Source: an optimization exercise on an open RTL-to-GDS flow (aim: small area). Production flows keep margins and buffers that such runs may drop.
The RTL was checked by simulation tests, not by an equivalence proof against the original design.
Power and IR drop assume default switching activity.

==> inputs of ember <==
// des_top
module des_top (
    input  wire logic                 clk,
    input  wire logic                 rst_n,
    input  wire logic                 in_valid,
    input  wire des_pkg::des_block_t  key,
    input  wire des_pkg::des_block_t  value,
    output logic                      out_valid,
    output des_pkg::des_block_t       msg
);
export LEC_CHECK = 0
export ABC_AREA = 1
export CAP_MARGIN = 10
export CORE_MARGIN = 2
export CORE_UTILIZATION = 65
export CTS_BUF_LIST = sky130_fd_sc_hd__clkbuf_8
export GPL_TIMING_DRIVEN = 0
export SETUP_SLACK_MARGIN = 0.2
export SLEW_MARGIN = 10
create_clock -name core_clock -period 4.0 [get_ports {clk}]
standard.sh (not shown) runs the stock make flow with config.mk's settings and CLKGATE_MAP_FILE= SYNTH_SCRIPT=/design/flow/synth_recipe.tcl, a recipe that flattens the netlist after the stock synthesis.
==> flow/flow/run.sh <==
#!/bin/bash
# Standard ORFS layout; only these differ:
# - synthesis maps with an area-oriented ABC script (flow/my.abc) and skips
#   half-adder extraction; registers are untouched;
# - port buffers are the smallest buffer (repair_design upsizes them if needed);
# - clock tree: clkbuf_8 only, larger sink clusters.
set -euo pipefail
W=$(pwd)
bash standard.sh SYNTH_SCRIPT=$W/flow/my_synth.tcl ADDER_MAP_FILE= \
  "BUFFER_PORTS_ARGS=-buffer_cell sky130_fd_sc_hd__buf_1" \
  "CTS_ARGS=-sink_clustering_enable -repair_clock_nets -buf_list sky130_fd_sc_hd__clkbuf_8 -sink_clustering_size 14 -sink_clustering_max_diameter 70" \
  finish > $W/orfs_flow.log 2>&1
==> flow/flow/my.abc <==
strash
dch -f
amap
strash
dch -f
map -a
strash
dch -f
amap
strash
dch -f
amap
strash
dch -f
amap
topo
==> flow/flow/my_synth.tcl <==
# synth_recipe.tcl with one change: the technology mapping step runs the
# ABC script in flow/my.abc instead of ORFS's abc_area.script
proc synth {args} { yosys synth -nofsm -noshare {*}$args }
proc abc {args} {
  set i [lsearch -exact $args -script]
  if { $i >= 0 } {
    set args [lreplace $args $i [expr {$i + 1}] -script [file dirname $::env(SYNTH_SCRIPT)]/my.abc]
  }
  yosys abc {*}$args
}
source $::env(SCRIPTS_DIR)/synth.tcl
# left out here: clear keep_hierarchy, flatten, clean up, hide names made inside functions, write 1_2_yosys.v
==> maple (differences from ember) <==
--- a/flow/flow/run.sh
+++ b/flow/flow/run.sh
@@ -9,4 +9,4 @@
 bash standard.sh SYNTH_SCRIPT=$W/flow/my_synth.tcl ADDER_MAP_FILE= \
   "BUFFER_PORTS_ARGS=-buffer_cell sky130_fd_sc_hd__buf_1" \
-  "CTS_ARGS=-sink_clustering_enable -repair_clock_nets -buf_list sky130_fd_sc_hd__clkbuf_8 -sink_clustering_size 14 -sink_clustering_max_diameter 70" \
+  "CTS_ARGS=-sink_clustering_enable -repair_clock_nets -buf_list sky130_fd_sc_hd__clkbuf_8 -sink_clustering_size 17 -sink_clustering_max_diameter 55" \
   finish > $W/orfs_flow.log 2>&1
==> comparison table <==
metric                                                                                   maple                      ember
Worst setup path startpoint                                          g_node[14].g_reg.lr_q[20]  g_node[14].g_reg.lr_q[17]
Power Clock                                                                            11.2 mW                    9.93 mW
Critical Path RT                                                                       4.88 ns                    4.77 ns
Register-to-register setup slack                                                       0.20 ns                    0.24 ns
Number of clock-tree buffers in the layout                                                 163                        156
Detailed-routing iteration count for the pre-antenna-repair pass                             9                         10
Highest cell delay on the worst timing path                                            0.56 ns                    0.90 ns
Maximum vdd ir drop                                                                     423 uV                     453 uV
Switching power of the nets                                                            50.7 mW                    50.2 mW
Combinational Power Share                                                                56.5%                      57.2%
Top fanout value on the critical path                                                        5                          4
Switching part of the total                                                              51.8%                      51.9%
Via count                                                                                93400                      93200
Post-Route Skew                                                                      0.0551 ns                  0.0396 ns
Via count of the first global-routing pass                                               83900                      84000
Utilization of the core after routing                                                    71.1%                      70.5%
Design Area, Final                                                                  96400 um^2                 95600 um^2
Final critical-path setup slack                                                       0.204 ns                   0.237 ns
Proportion of layout cells with a drive suffix above 1                                   2.23%                      1.87%
Run status                                                                      finished clean             finished clean
Number of CTS-inserted buffers                                                             149                        154
Number of gates given a new drive strength after cts                                        18                         16
Signed area change from the synthesized netlist to the final layout                      8.44%                      7.60%

what the ideal ports hide:
The results above use ideal ports. As a check the final layouts listed here were re-extracted and re-timed, cells and wires unchanged.
Step 1: set_driving_cell puts a clkbuf_16 on clk and a buf_2 on each other input, an assumption about the parent block.
Step 2 times the ports against the registers' clock, not the clock port: input delays grow and output delays shrink by t, the midpoint of the rising clock arrivals with the driver on.
Slacks: ideal ports / drivers / drivers and shift; pairs: ideal ports / drivers.
| run | t, ns | slack for setup (ns) | hold slack, ns | pins driven straight from the clock port |
|---|---|---|---|---|
| ember | 1.049 | 0.237 / 0.237 / -0.725 | 0.058 / -0.004 / 0.309 | 1 |
| maple | 1.040 | 0.204 / 0.204 / -0.553 | 0.069 / 0.006 / 0.321 | 1 |
With both steps, setup timing fails in ember and maple, where it was met with ideal ports. The setup slack of ember, which loses most, moves by 0.000 ns with the drivers and by -0.962 ns with both steps.
